This is an optimization exercise on Yosys and OpenROAD, whose aim is small area, a short achievable clock period and few clock cycles per item, not a production implementation. Only simulation tests tie the RTL to the original design; equivalence was not proved.

// pedal_plausibility_filter
module pedal_plausibility_filter (
  input  logic                 clk,
  input  logic                 rst,
  input  logic                 sample_valid,
  output logic                 sample_ready,
  input  ppf_pkg::sample_t     sample,
  output logic                 result_valid,
  input  logic                 result_ready,
  output ppf_pkg::result_t     result,
  input  logic                 cfg_valid,
  output logic                 cfg_ready,
  input  ppf_pkg::reg_index_t  cfg_index,
  input  logic [ppf_pkg::CFG_W-1:0] cfg_data
);
export LEC_CHECK = 0
export ABC_AREA = 1
export CAP_MARGIN = 20
export CORE_MARGIN = 2
export CORE_UTILIZATION = 50
export CTS_BUF_LIST = sky130_fd_sc_hd__clkbuf_8
export PLACE_DENSITY = 0.65
export SETUP_SLACK_MARGIN = 0.5
export SLEW_MARGIN = 20
create_clock -name core_clock -period 7.0 [get_ports {clk}]
run.sh (not shown) runs the stock make flow with config.mk's settings and CLKGATE_MAP_FILE= SYNTH_SCRIPT=/design/flow/synth_recipe.tcl, a recipe that flattens the netlist after the stock synthesis.
Testbench counts at the start, summed over its fixed seeds: cycles 1,664, items 1,600.
Rerun with:
Settings changed: CORE_UTILIZATION 50 to 60, CTS_BUF_LIST sky130_fd_sc_hd__clkbuf_8 to default, PLACE_DENSITY 0.65 to 0.7, SETUP_SLACK_MARGIN 0.5 to 1.0.
Outcome:
- synthesized area does not change
- worst setup slack got worse by 7.7 ps
- critical path depth is unchanged
- non-clock buffer count rose by 97
- worst hold slack hardly moves
- flip-flop and latch count stays the same
- final cell count drops slightly
Rerun with:
Settings changed: CORE_UTILIZATION 60 to 55, SETUP_SLACK_MARGIN 1.0 to 0.65.
Final area goes down by about 4%.
Worst hold slack got worse by 20 ps.
Sequential cell count is unchanged.
Sequential share of layout area goes up by 0.83 points.
Via count goes down by about 2%.

Another version of the RTL of pedal_plausibility_filter (not shown whole).
Size: ~4,700 cells after synthesis, ~330 flip-flops, roughly 35,000 um^2 of cells after synthesis.
clock: 7.0 ns
lec_check: 0
abc_area: 1
cap_margin: 20
core_margin: 2
core_utilization: 50
place_density: 0.65
setup_slack_margin: 1.3
slew_margin: 20
Testbench counts at the start, summed over its fixed seeds: cycles 1,664, items 1,600.
==> next run, changes <==
==> flow/flow/run.sh (new file) <==
#!/bin/bash
# The standard layout (standard synthesis, floorplan, power grid, tap
# cells, placement, CTS, routing), with each port buffered by buf_2 instead
# of the delay cell that buffer_ports picks by default.
set -euo pipefail
bash standard.sh "BUFFER_PORTS_ARGS=-buffer_cell sky130_fd_sc_hd__buf_2" finish > layout.log 2>&1
==> flow/standard.sh (new file) <==
#!/bin/bash
# synth_recipe.tcl (not shown) runs the flow's synth.tcl, then flattens the netlist and writes it again
# the make line also repeats each setting of config.mk as NAME=value (left out here)
make -C /OpenROAD-flow-scripts/flow DESIGN_CONFIG=/design/flow/config.mk WORK_HOME=/design/flow/orfs CLKGATE_MAP_FILE= SYNTH_SCRIPT=/design/flow/synth_recipe.tcl "${@:-finish}"
--- a/flow/config.mk
+++ b/flow/config.mk
@@ -11,0 +12 @@
+export CTS_BUF_LIST = sky130_fd_sc_hd__clkbuf_8
@@ -13 +14 @@
-export SETUP_SLACK_MARGIN = 1.3
+export SETUP_SLACK_MARGIN = 0.9
removed: flow/run.sh
Effect: The changed run went through all stages and came out clean. Routed wire length is lower by a few percent. Synthesized cell count is unchanged. Final area is lower by a little under a tenth. Worst setup slack degrades by 110 ps. First-iteration DRC count is lower by a little under a tenth. Maximum frequency is lower slightly. Cell count is lower slightly. Die area does not change.

pedal_plausibility_filter, a different RTL version from the one above (not shown whole).
Size in the first run: about 4600 cells after synthesis.
==> flow/config.mk <==
export PLATFORM = sky130hd
export DESIGN_NAME = pedal_plausibility_filter
export DESIGN_NICKNAME = pedal_plausibility_filter
export VERILOG_FILES = /design/flow/design.v
export SDC_FILE = /design/flow/constraint.sdc
export NUM_CORES = 4
export LEC_CHECK = 0
export ABC_AREA = 1
export CAP_MARGIN = 20
export CORE_MARGIN = 2
export CORE_UTILIZATION = 50
export CTS_BUF_LIST = sky130_fd_sc_hd__clkbuf_8
export PLACE_DENSITY = 0.65
export SETUP_SLACK_MARGIN = 1.15
export SLEW_MARGIN = 20
==> flow/constraint.sdc <==
create_clock -name core_clock -period 7.0 [get_ports {clk}]
set_input_delay 1.4000 -clock core_clock [delete_from_list [all_inputs] [get_ports {clk}]]
set_output_delay 1.4000 -clock core_clock [all_outputs]
set_load 0.01 [all_outputs]
standard.sh (not shown) runs the stock make flow with config.mk's settings and CLKGATE_MAP_FILE= SYNTH_SCRIPT=/design/flow/synth_recipe.tcl, a recipe that flattens the netlist after the stock synthesis.
==> flow/flow/run.sh <==
#!/bin/bash
# The standard layout (standard synthesis, floorplan, power grid, tap
# cells, placement, CTS, routing), with each port buffered by buf_2 instead
# of the delay cell that buffer_ports picks by default.
set -euo pipefail
bash standard.sh "BUFFER_PORTS_ARGS=-buffer_cell sky130_fd_sc_hd__buf_2" finish > layout.log 2>&1
The starting point produced a clean layout.
Testbench counts at the start, summed over its fixed seeds: cycles 1,664, items 1,600.
Edit:
--- a/flow/config.mk
+++ b/flow/config.mk
@@ -13,3 +13,3 @@
 export PLACE_DENSITY = 0.65
-export SETUP_SLACK_MARGIN = 1.15
+export SETUP_SLACK_MARGIN = 1.0
 export SLEW_MARGIN = 20
Effect: Final area decreases by 2.1%; fmax decreases by 2.7%; critical path depth increases by 1; area after synthesis stays the same; flip-flop and latch count is unchanged; first-iteration DRC count increases by about 1.5%; utilization decreases by 1.2 points; die area is unchanged; register-to-register slack is worse by 0.16 ns; clock skew is about the same.
Edit:
==> flow/run.sh (new file) <==
#!/bin/bash
# synth_recipe.tcl (not shown) runs the flow's synth.tcl, then flattens the netlist and writes it again
# the make line also repeats each setting of config.mk as NAME=value (left out here)
make -C /OpenROAD-flow-scripts/flow DESIGN_CONFIG=/design/flow/config.mk WORK_HOME=/design/flow/orfs CLKGATE_MAP_FILE= SYNTH_SCRIPT=/design/flow/synth_recipe.tcl finish
--- a/flow/config.mk
+++ b/flow/config.mk
@@ -10,6 +10,6 @@
 export CORE_MARGIN = 2
-export CORE_UTILIZATION = 50
+export CORE_UTILIZATION = 60
 export CTS_BUF_LIST = sky130_fd_sc_hd__clkbuf_8
-export PLACE_DENSITY = 0.65
-export SETUP_SLACK_MARGIN = 1.0
+export PLACE_DENSITY = 0.7
+export SETUP_SLACK_MARGIN = 1.1
 export SLEW_MARGIN = 20
removed: flow/flow/run.sh
removed: flow/standard.sh
Result: Via count rose by 2.3%; final area rose by 3.2%; wire length rose by 2.9%; synthesized cell count does not change; maximum frequency rose by 3.2%; global-route usage rose by 5.9 points; setup slack improves by 0.18 ns; non-clock buffer count rose by 54.
Edit:
--- a/flow/config.mk
+++ b/flow/config.mk
@@ -10,6 +10,6 @@
 export CORE_MARGIN = 2
-export CORE_UTILIZATION = 60
+export CORE_UTILIZATION = 50
 export CTS_BUF_LIST = sky130_fd_sc_hd__clkbuf_8
-export PLACE_DENSITY = 0.7
-export SETUP_SLACK_MARGIN = 1.1
+export PLACE_DENSITY = 0.65
+export SETUP_SLACK_MARGIN = 1.0
 export SLEW_MARGIN = 20
Outcome:
- final cell count goes up by 1.5%
- area after synthesis stays the same
- first-iteration DRC count goes down by 6.9%
- die area goes up by 20%
- non-clock buffer count goes down by 44
- utilization goes down by 13 points

==> what the ideal ports hide <==
Ports are ideal in the flow. The routed layouts listed here were re-timed in OpenROAD. Step 1 sets driving cells, clkbuf_16 on the clock port and buf_2 on the other inputs (assumed; they add their load-dependent delay and slew). Step 2 also shifts input and output timing later by t, the mid clock arrival at the registers, as if the neighbouring blocks saw the same clock. a / b / c = ideal ports / drivers / drivers and shift; a / b = the first two.
run | t, ns | slack for setup (ns) | clock arrival spread, ns | worst data-port slew with drivers (ns)
the first run of note 1 | 0.698 | 0.758 / 0.758 / 0.758 | 0.031 / 0.031 | 0.04
the second run of note 1 | 0.635 | 0.750 / 0.750 / 0.750 | 0.038 / 0.038 | 0.04
the third run of note 1 | 0.620 | 0.758 / 0.758 / 0.758 | 0.034 / 0.034 | 0.04
the first run of note 2 | 0.644 | 1.220 / 1.168 / 1.113 | 0.022 / 0.022 | 0.07
the second run of note 2 | 0.732 | 1.106 / 1.106 / 1.106 | 0.064 / 0.064 | 0.06
the first run of note 3 | 0.687 | 1.244 / 1.244 / 1.122 | 0.064 / 0.064 | 0.06
the second run of note 3 | 0.679 | 1.086 / 1.086 / 1.086 | 0.061 / 0.061 | 0.06
the third run of note 3 | 0.771 | 1.268 / 1.268 / 0.856 | 0.040 / 0.040 | 0.04
the fourth run of note 3 | 0.713 | 1.233 / 1.233 / 0.855 | 0.058 / 0.058 | 0.07
After both steps setup and hold are still met in every run listed. For the third run of note 3, which loses most, drivers alone change the setup slack by 0.000 ns; drivers and shift together by -0.412 ns.
